Source: an optimization exercise on an open RTL-to-GDS flow (aim: small area, a short achievable clock period and few clock cycles per item). Production flows keep margins and buffers that such runs may drop. Where RTL was checked, it was by simulation tests only, not by an equivalence proof against the original. Power figures rest on the tool's default switching activity, not on a simulated workload.

==> module page_frame_replacement_top, before the edit <==
module page_frame_replacement_top #(
  parameter int NUM_FRAMES  = pfr_pkg::NUM_FRAMES_DEF,
  parameter int STAMP_WIDTH = pfr_pkg::STAMP_WIDTH_DEF
) (
  input  logic          clk,
  input  logic          rst,
  input  logic          start,
  output logic          busy,
  input  pfr_pkg::cmd_t cmd,
  output logic          done,
  output pfr_pkg::rsp_t rsp,
  input  logic          cfg_valid,
  output logic          cfg_ready,
  input  logic          cfg_data
);
  localparam int NF = 16;
  localparam logic [1:0] M_PASS0 = 2'd0;   
  localparam logic [1:0] M_PASS1 = 2'd1;   
  localparam logic [1:0] M_PASS2 = 2'd2;   
  localparam logic [1:0] M_PASS3 = 2'd3;   
  logic [NF-1:0] occ_bits;
  logic [NF-1:0] use_bits;
  logic [NF-1:0] dirty_bits;
  logic [3:0]    hand;
  logic          policy;
  logic [NF-1:0][NF-1:0] age;   
  logic [1:0]    mode;          
  logic          pend;          
  logic          acc;
  logic          req_alloc, is_touch, is_rel;
  logic          clk_ev, any_a, defer, do_alloc;
  logic [NF-1:0] idx_oh;
  logic          idx_occ;
  logic          all_occ;
  logic [NF-1:0] free_oh;
  logic [NF-1:0] lru_oh;
  logic [NF-1:0] clk_oh;
  logic [NF-1:0] vic_oh;
  logic [3:0]    vic_idx;
  logic [3:0]    hand_next;
  logic [NF-1:0] hmask;       
  logic [NF-1:0] cand, cand_hi;
  logic [31:0]   dbl, dbl_seen;   
  logic [NF-1:0] clr_use;
  logic [NF-1:0] grant, tch, rel, stamp;
  assign pend      = (mode != M_PASS0);
  assign busy      = pend;
  assign cfg_ready = 1'b1;
  always_comb begin
    acc       = start && !pend;
    req_alloc = acc && (cmd.opcode == pfr_pkg::OP_ALLOC);
    is_touch  = acc && (cmd.opcode == pfr_pkg::OP_TOUCH);
    is_rel    = acc && (cmd.opcode == pfr_pkg::OP_RELEASE);
    idx_oh    = NF'(1) << cmd.frame_index;
    idx_occ   = occ_bits[cmd.frame_index];
    all_occ = &occ_bits;
    clk_ev  = all_occ && !policy;
    any_a   = |(~use_bits & ~dirty_bits);
    defer   = req_alloc && clk_ev && !any_a;
    do_alloc = (req_alloc && !defer) || pend;
    for (int i = 0; i < NF; i++) begin
      free_oh[i] = !occ_bits[i];
      for (int k = 0; k < i; k++) begin
        if (!occ_bits[k]) free_oh[i] = 1'b0;
      end
    end
    for (int i = 0; i < NF; i++) begin
      lru_oh[i] = 1'b1;
      for (int j = 0; j < NF; j++) begin
        if (j < i) lru_oh[i] = lru_oh[i] & !age[j][i];
        if (j > i) lru_oh[i] = lru_oh[i] & age[i][j];
      end
    end
    for (int i = 0; i < NF; i++) hmask[i] = (4'(i) >= hand);
    unique case (mode)
      M_PASS0: cand = ~use_bits & ~dirty_bits;
      M_PASS1: cand = ~use_bits;
      M_PASS2: cand = ~dirty_bits;
      default: cand = '1;
    endcase
    cand_hi = cand & hmask;
    dbl     = {cand, cand_hi};
    for (int i = 0; i < 32; i++) begin
      dbl_seen[i] = 1'b0;
      for (int k = 0; k <= i; k++) begin
        if (dbl[k]) dbl_seen[i] = 1'b1;
      end
    end
    clk_oh = (cand_hi & ~{dbl_seen[14:0], 1'b0}) | (cand & ~dbl_seen[30:15]);
    hand_next = '0;
    for (int i = 0; i < NF; i++) begin
      if (clk_oh[i]) hand_next = hand_next | 4'(i + 1);
    end
    if (!all_occ)    vic_oh = free_oh;
    else if (policy) vic_oh = lru_oh;
    else             vic_oh = clk_oh;
    vic_idx = '0;
    for (int i = 0; i < NF; i++) begin
      if (vic_oh[i]) vic_idx = vic_idx | 4'(i);
    end
    unique case (mode)
      M_PASS0: clr_use = '0;
      M_PASS1: clr_use = (hmask & ~dbl_seen[15:0]) | ~dbl_seen[31:16];
      default: clr_use = '1;
    endcase
    grant = do_alloc ? vic_oh : '0;
    tch   = is_touch ? (idx_oh & occ_bits) : '0;
    rel   = is_rel ? (idx_oh & occ_bits) : '0;
    stamp = grant | tch;
  end
  always_ff @(posedge clk) begin
    if (rst) begin
      occ_bits <= '0;
      hand     <= '0;
      policy   <= 1'b0;
      done     <= 1'b0;
      mode     <= M_PASS0;
    end else begin
      done <= (acc && !defer) || pend;
      if (defer) begin
        if (|(~use_bits))        mode <= M_PASS1;
        else if (|(~dirty_bits)) mode <= M_PASS2;
        else                     mode <= M_PASS3;
      end else begin
        mode <= M_PASS0;
      end
      if (cfg_valid) policy <= cfg_data;
      occ_bits <= grant | (occ_bits & ~rel);
      if (do_alloc && clk_ev) hand <= hand_next;
    end
  end
  always_ff @(posedge clk) begin
    use_bits   <= grant | tch | (use_bits & ~clr_use);
    dirty_bits <= (cmd.is_write ? tch : '0) | (dirty_bits & ~grant);
  end
  always_ff @(posedge clk) begin
    rsp.result_frame <= do_alloc ? vic_idx : cmd.frame_index;
    rsp.victim_dirty <= do_alloc && all_occ && |(vic_oh & dirty_bits);
    if (do_alloc)                 rsp.status <= all_occ ? pfr_pkg::ST_EVICT : pfr_pkg::ST_FREE;
    else if (is_touch && idx_occ) rsp.status <= pfr_pkg::ST_TOUCH;
    else if (is_rel && idx_occ)   rsp.status <= pfr_pkg::ST_RELEASE;
    else                          rsp.status <= pfr_pkg::ST_REJECT;
  end
  always_ff @(posedge clk) begin
    for (int i = 0; i < NF; i++) begin
      for (int j = i + 1; j < NF; j++) begin
        if (stamp[i])      age[i][j] <= 1'b0;
        else if (stamp[j]) age[i][j] <= 1'b1;
      end
    end
  end
endmodule
Settings: LEC_CHECK=0, CAP_MARGIN=20, CORE_MARGIN=2, CORE_UTILIZATION=40, SETUP_SLACK_MARGIN=2.0, SLEW_MARGIN=20; clock period 5.0 ns.
run.sh (not shown) runs the stock make flow with config.mk's settings and CLKGATE_MAP_FILE= SYNTH_SCRIPT=/design/flow/synth_recipe.tcl, a recipe that flattens the netlist after the stock synthesis.
The starting point went through all stages and came out clean.
Testbench counts at the start, summed over its fixed seeds: cycles 6,620, requests 6,400.
==> next run, changes <==
--- a/flow/design.v
+++ b/flow/design.v
@@ -37,8 +37,4 @@
 );
   localparam int NF = 16;
-  localparam logic [1:0] M_PASS0 = 2'd0;   
-  localparam logic [1:0] M_PASS1 = 2'd1;   
-  localparam logic [1:0] M_PASS2 = 2'd2;   
-  localparam logic [1:0] M_PASS3 = 2'd3;   
   logic [NF-1:0] occ_bits;
   logic [NF-1:0] use_bits;
@@ -47,5 +43,5 @@
   logic          policy;
   logic [NF-1:0][NF-1:0] age;   
-  logic [1:0]    mode;          
+  logic          want_nu, want_nd;
   logic          pend;          
   logic          acc;
@@ -66,5 +62,5 @@
   logic [NF-1:0] clr_use;
   logic [NF-1:0] grant, tch, rel, stamp;
-  assign pend      = (mode != M_PASS0);
+  assign pend      = !(want_nu && want_nd);
   assign busy      = pend;
   assign cfg_ready = 1'b1;
@@ -95,10 +91,5 @@
     end
     for (int i = 0; i < NF; i++) hmask[i] = (4'(i) >= hand);
-    unique case (mode)
-      M_PASS0: cand = ~use_bits & ~dirty_bits;
-      M_PASS1: cand = ~use_bits;
-      M_PASS2: cand = ~dirty_bits;
-      default: cand = '1;
-    endcase
+    cand = ~(use_bits & {NF{want_nu}}) & ~(dirty_bits & {NF{want_nd}});
     cand_hi = cand & hmask;
     dbl     = {cand, cand_hi};
@@ -121,9 +112,7 @@
       if (vic_oh[i]) vic_idx = vic_idx | 4'(i);
     end
-    unique case (mode)
-      M_PASS0: clr_use = '0;
-      M_PASS1: clr_use = (hmask & ~dbl_seen[15:0]) | ~dbl_seen[31:16];
-      default: clr_use = '1;
-    endcase
+    if (!want_nu)      clr_use = '1;
+    else if (!want_nd) clr_use = (hmask & ~dbl_seen[15:0]) | ~dbl_seen[31:16];
+    else               clr_use = '0;
     grant = do_alloc ? vic_oh : '0;
     tch   = is_touch ? (idx_oh & occ_bits) : '0;
@@ -137,14 +126,10 @@
       policy   <= 1'b0;
       done     <= 1'b0;
-      mode     <= M_PASS0;
+      want_nu  <= 1'b1;
+      want_nd  <= 1'b1;
     end else begin
       done <= (acc && !defer) || pend;
-      if (defer) begin
-        if (|(~use_bits))        mode <= M_PASS1;
-        else if (|(~dirty_bits)) mode <= M_PASS2;
-        else                     mode <= M_PASS3;
-      end else begin
-        mode <= M_PASS0;
-      end
+      want_nu <= !defer || !(&use_bits);
+      want_nd <= !defer || ((&use_bits) && !(&dirty_bits));
       if (cfg_valid) policy <= cfg_data;
       occ_bits <= grant | (occ_bits & ~rel);
Outcome:
- The new run completed with no timing, DRC or antenna violations
- via count barely changes
- worst hold slack got worse by 0.0060 ns
- register-to-register slack hardly moves
- wire length falls by 0.78%
- die area falls by 0.72%
- worst setup slack barely changes
- maximum frequency stays flat
- total power rises by about 1.5%
- sequential share of layout area falls by 0.63 points
- utilization rises by 0.92 points
- non-clock buffer count rises by 9
Only the layout flow was run in the second run of this note; the RTL was not checked for function there.

========
== red ==
The RTL this note starts from:
==> flow/design.v <==
package pfr_pkg;
  localparam int NUM_FRAMES_DEF  = 16;
  localparam int STAMP_WIDTH_DEF = 32;
  localparam logic [1:0] OP_ALLOC   = 2'd0;
  localparam logic [1:0] OP_TOUCH   = 2'd1;
  localparam logic [1:0] OP_RELEASE = 2'd2;
  localparam logic [2:0] ST_FREE    = 3'd0;
  localparam logic [2:0] ST_EVICT   = 3'd1;
  localparam logic [2:0] ST_TOUCH   = 3'd2;
  localparam logic [2:0] ST_RELEASE = 3'd3;
  localparam logic [2:0] ST_REJECT  = 3'd4;
  typedef struct packed {
    logic [1:0] opcode;
    logic [3:0] frame_index;
    logic       is_write;
  } cmd_t;
  typedef struct packed {
    logic [3:0] result_frame;
    logic [2:0] status;
    logic       victim_dirty;
  } rsp_t;
endpackage
module page_frame_replacement_top #(
  parameter int NUM_FRAMES  = pfr_pkg::NUM_FRAMES_DEF,
  parameter int STAMP_WIDTH = pfr_pkg::STAMP_WIDTH_DEF
) (
  input  logic          clk,
  input  logic          rst,
  input  logic          start,
  output logic          busy,
  input  pfr_pkg::cmd_t cmd,
  output logic          done,
  output pfr_pkg::rsp_t rsp,
  input  logic          cfg_valid,
  output logic          cfg_ready,
  input  logic          cfg_data
);
  localparam int NF = 16;
  localparam logic [1:0] M_PASS0 = 2'd0;   
  localparam logic [1:0] M_PASS1 = 2'd1;   
  localparam logic [1:0] M_PASS2 = 2'd2;   
  localparam logic [1:0] M_PASS3 = 2'd3;   
  logic [NF-1:0] occ_bits;
  logic [NF-1:0] use_bits;
  logic [NF-1:0] dirty_bits;
  logic [3:0]    hand;
  logic          policy;
  logic [3:0]    lst [NF];      
  logic          pv;            
  logic [3:0]    pf;
  logic [NF-1:0] pf_at;         
  logic [NF-1:0] pf_after;      
  logic [3:0]    lru_idx;
  logic          stamp_any;
  logic [3:0]    stamp_idx;
  logic [1:0]    mode;          
  logic          pend;          
  logic          acc;
  logic          req_alloc, is_touch, is_rel;
  logic          clk_ev, any_a, defer, do_alloc;
  logic [NF-1:0] idx_oh;
  logic          idx_occ;
  logic          all_occ;
  logic [NF-1:0] free_oh;
  logic [NF-1:0] lru_oh;
  logic [NF-1:0] clk_oh;
  logic [NF-1:0] vic_oh;
  logic [3:0]    vic_idx, free_idx, clk_idx;
  logic          vic_dirty;
  logic [3:0]    hand_next;
  logic [NF-1:0] hmask;       
  logic [NF-1:0] cand, cand_hi;
  logic [31:0]   dbl, dbl_seen;   
  logic [NF-1:0] clr_use;
  logic [NF-1:0] grant, tch, rel;
  assign pend      = (mode != M_PASS0);
  assign busy      = pend;
  assign cfg_ready = 1'b1;
  always_comb begin
    acc       = start && !pend;
    req_alloc = acc && (cmd.opcode == pfr_pkg::OP_ALLOC);
    is_touch  = acc && (cmd.opcode == pfr_pkg::OP_TOUCH);
    is_rel    = acc && (cmd.opcode == pfr_pkg::OP_RELEASE);
    idx_oh    = NF'(1) << cmd.frame_index;
    idx_occ   = occ_bits[cmd.frame_index];
    all_occ = &occ_bits;
    clk_ev  = all_occ && !policy;
    any_a   = |(~use_bits & ~dirty_bits);
    defer   = req_alloc && clk_ev && !any_a;
    do_alloc = (req_alloc && !defer) || pend;
    for (int i = 0; i < NF; i++) begin
      free_oh[i] = !occ_bits[i];
      for (int k = 0; k < i; k++) begin
        if (!occ_bits[k]) free_oh[i] = 1'b0;
      end
    end
    for (int k = 0; k < NF; k++) pf_at[k] = (lst[k] == pf);
    for (int k = 0; k < NF; k++) begin
      pf_after[k] = 1'b0;
      for (int j = k; j < NF; j++) begin
        if (pf_at[j]) pf_after[k] = 1'b1;
      end
    end
    lru_idx = (pv && pf_at[NF-1]) ? lst[NF-2] : lst[NF-1];
    lru_oh  = NF'(1) << lru_idx;
    for (int i = 0; i < NF; i++) hmask[i] = (4'(i) >= hand);
    unique case (mode)
      M_PASS0: cand = ~use_bits & ~dirty_bits;
      M_PASS1: cand = ~use_bits;
      M_PASS2: cand = ~dirty_bits;
      default: cand = '1;
    endcase
    cand_hi = cand & hmask;
    dbl     = {cand, cand_hi};
    for (int i = 0; i < 32; i++) begin
      dbl_seen[i] = 1'b0;
      for (int k = 0; k <= i; k++) begin
        if (dbl[k]) dbl_seen[i] = 1'b1;
      end
    end
    clk_oh = (cand_hi & ~{dbl_seen[14:0], 1'b0}) | (cand & ~dbl_seen[30:15]);
    hand_next = '0;
    for (int i = 0; i < NF; i++) begin
      if (clk_oh[i]) hand_next = hand_next | 4'(i + 1);
    end
    if (!all_occ)    vic_oh = free_oh;
    else if (policy) vic_oh = lru_oh;
    else             vic_oh = clk_oh;
    free_idx = '0;
    clk_idx  = '0;
    for (int i = 0; i < NF; i++) begin
      if (free_oh[i]) free_idx = free_idx | 4'(i);
      if (clk_oh[i])  clk_idx  = clk_idx | 4'(i);
    end
    if (!all_occ)    vic_idx = free_idx;
    else if (policy) vic_idx = lru_idx;
    else             vic_idx = clk_idx;
    vic_dirty = all_occ && (policy ? dirty_bits[lru_idx] : mode[0]);
    unique case (mode)
      M_PASS0: clr_use = '0;
      M_PASS1: clr_use = (hmask & ~dbl_seen[15:0]) | ~dbl_seen[31:16];
      default: clr_use = '1;
    endcase
    grant = do_alloc ? vic_oh : '0;
    tch   = is_touch ? (idx_oh & occ_bits) : '0;
    rel   = is_rel ? (idx_oh & occ_bits) : '0;
    stamp_any = do_alloc || (is_touch && idx_occ);
    stamp_idx = do_alloc ? vic_idx : cmd.frame_index;
  end
  always_ff @(posedge clk) begin
    if (rst) begin
      occ_bits <= '0;
      hand     <= '0;
      policy   <= 1'b0;
      done     <= 1'b0;
      mode     <= M_PASS0;
    end else begin
      done <= (acc && !defer) || pend;
      if (defer) begin
        if (|(~use_bits))        mode <= M_PASS1;
        else if (|(~dirty_bits)) mode <= M_PASS2;
        else                     mode <= M_PASS3;
      end else begin
        mode <= M_PASS0;
      end
      if (cfg_valid) policy <= cfg_data;
      occ_bits <= grant | (occ_bits & ~rel);
      if (do_alloc && clk_ev) hand <= hand_next;
    end
  end
  always_ff @(posedge clk) begin
    use_bits   <= grant | tch | (use_bits & ~clr_use);
    dirty_bits <= (cmd.is_write ? tch : '0) | (dirty_bits & ~grant);
  end
  always_ff @(posedge clk) begin
    rsp.result_frame <= do_alloc ? vic_idx : cmd.frame_index;
    rsp.victim_dirty <= do_alloc && vic_dirty;
    if (do_alloc)                 rsp.status <= all_occ ? pfr_pkg::ST_EVICT : pfr_pkg::ST_FREE;
    else if (is_touch && idx_occ) rsp.status <= pfr_pkg::ST_TOUCH;
    else if (is_rel && idx_occ)   rsp.status <= pfr_pkg::ST_RELEASE;
    else                          rsp.status <= pfr_pkg::ST_REJECT;
  end
  always_ff @(posedge clk) begin
    if (rst) begin
      pv <= 1'b0;
      for (int k = 0; k < NF; k++) lst[k] <= 4'(k);
    end else begin
      pv <= stamp_any;
      if (pv) begin
        lst[0] <= pf;
        for (int k = 1; k < NF; k++) begin
          if (pf_after[k]) lst[k] <= lst[k-1];
        end
      end
    end
  end
  always_ff @(posedge clk) begin
    pf <= stamp_idx;
  end
endmodule
make LEC_CHECK=0 CAP_MARGIN=20 CORE_MARGIN=2 CORE_UTILIZATION=40 CTS_BUF_LIST='sky130_fd_sc_hd__clkbuf_4 sky130_fd_sc_hd__clkbuf_8' SETUP_SLACK_MARGIN=2.0 SLEW_MARGIN=20 TNS_END_PERCENT=10 finish   # period 5.0 ns
red reached the end of the flow, and the finished layout is clean on the timing, design-rule and antenna checks.
Testbench counts of red, summed over its fixed seeds: cycles 6,620, requests 6,400.
[inputs] blue vs red
--- a/flow/design.v
+++ b/flow/design.v
@@ -73,5 +73,5 @@
   logic [31:0]   dbl, dbl_seen;   
   logic [NF-1:0] clr_use;
-  logic [NF-1:0] grant, tch, rel;
+  logic [NF-1:0] grant, grant_free, grant_dirty, tch, rel;
   assign pend      = (mode != M_PASS0);
   assign busy      = pend;
@@ -143,4 +143,6 @@
     endcase
     grant = do_alloc ? vic_oh : '0;
+    grant_free  = (do_alloc && !all_occ) ? free_oh : '0;
+    grant_dirty = (clk_ev && !mode[0]) ? '0 : grant;
     tch   = is_touch ? (idx_oh & occ_bits) : '0;
     rel   = is_rel ? (idx_oh & occ_bits) : '0;
@@ -165,5 +167,5 @@
       end
       if (cfg_valid) policy <= cfg_data;
-      occ_bits <= grant | (occ_bits & ~rel);
+      occ_bits <= grant_free | (occ_bits & ~rel);
       if (do_alloc && clk_ev) hand <= hand_next;
     end
@@ -171,5 +173,5 @@
   always_ff @(posedge clk) begin
     use_bits   <= grant | tch | (use_bits & ~clr_use);
-    dirty_bits <= (cmd.is_write ? tch : '0) | (dirty_bits & ~grant);
+    dirty_bits <= (cmd.is_write ? tch : '0) | (dirty_bits & ~grant_dirty);
   end
   always_ff @(posedge clk) begin
--- outcome ---
Re worst setup slack for register-to-register paths: blue is 0.15 ns up on red. When blue is measured against red, its buffer count from post-CTS setup fixing turns out 13 lower. The half-perimeter wire length after placement of blue is higher than that of red. Synthesized-area fraction occupied by xor and xnor cells ended up 0.20 points lower on blue than on red. Diff red -> blue: vertical die dimension shows an increase of about 1.5%, die area shows an increase of about 3%. Of blue and red, it is blue that has the lower clock share of power. Compared with red, blue is the less power-hungry design. Taking red as the reference, in blue synthesized area rose 3.1%; worst hold slack fell 0.0031 ns.
Testbench counts of blue, summed over its fixed seeds: cycles 6,620, requests 6,400.

static timing again, ports no longer ideal:
The flow's constraints put no driver on any port. The routed layouts listed below were extracted and timed again, unchanged, in two steps.
Step 1, drivers: a clkbuf_16 drives clk and a buf_2 each remaining input, both assumed.
Step 2 moves the port delays by t, midway between the first and last clock arrival at a register: inputs arrive t later, outputs are due t later. That takes back most of the time a late clock gives input paths.
Three values: ideal, step 1, step 2; two values: the first two.
| run | t, ns | setup WS [ns] | worst data-port slew with drivers (ns) |
|---|---|---|---|
| the first run of note 1 | 0.488 | 1.992 / 1.992 / 1.633 | 0.04 |
| the second run of note 1 | 0.495 | 1.992 / 1.992 / 1.546 | 0.04 |
| red | 0.486 | 1.886 / 1.886 / 1.590 | 0.04 |
| blue | 0.506 | 2.032 / 2.032 / 1.576 | 0.03 |
After both steps setup and hold are still met in every run listed. For blue, which loses most, drivers alone change the setup slack by 0.000 ns; drivers and shift together by -0.456 ns.
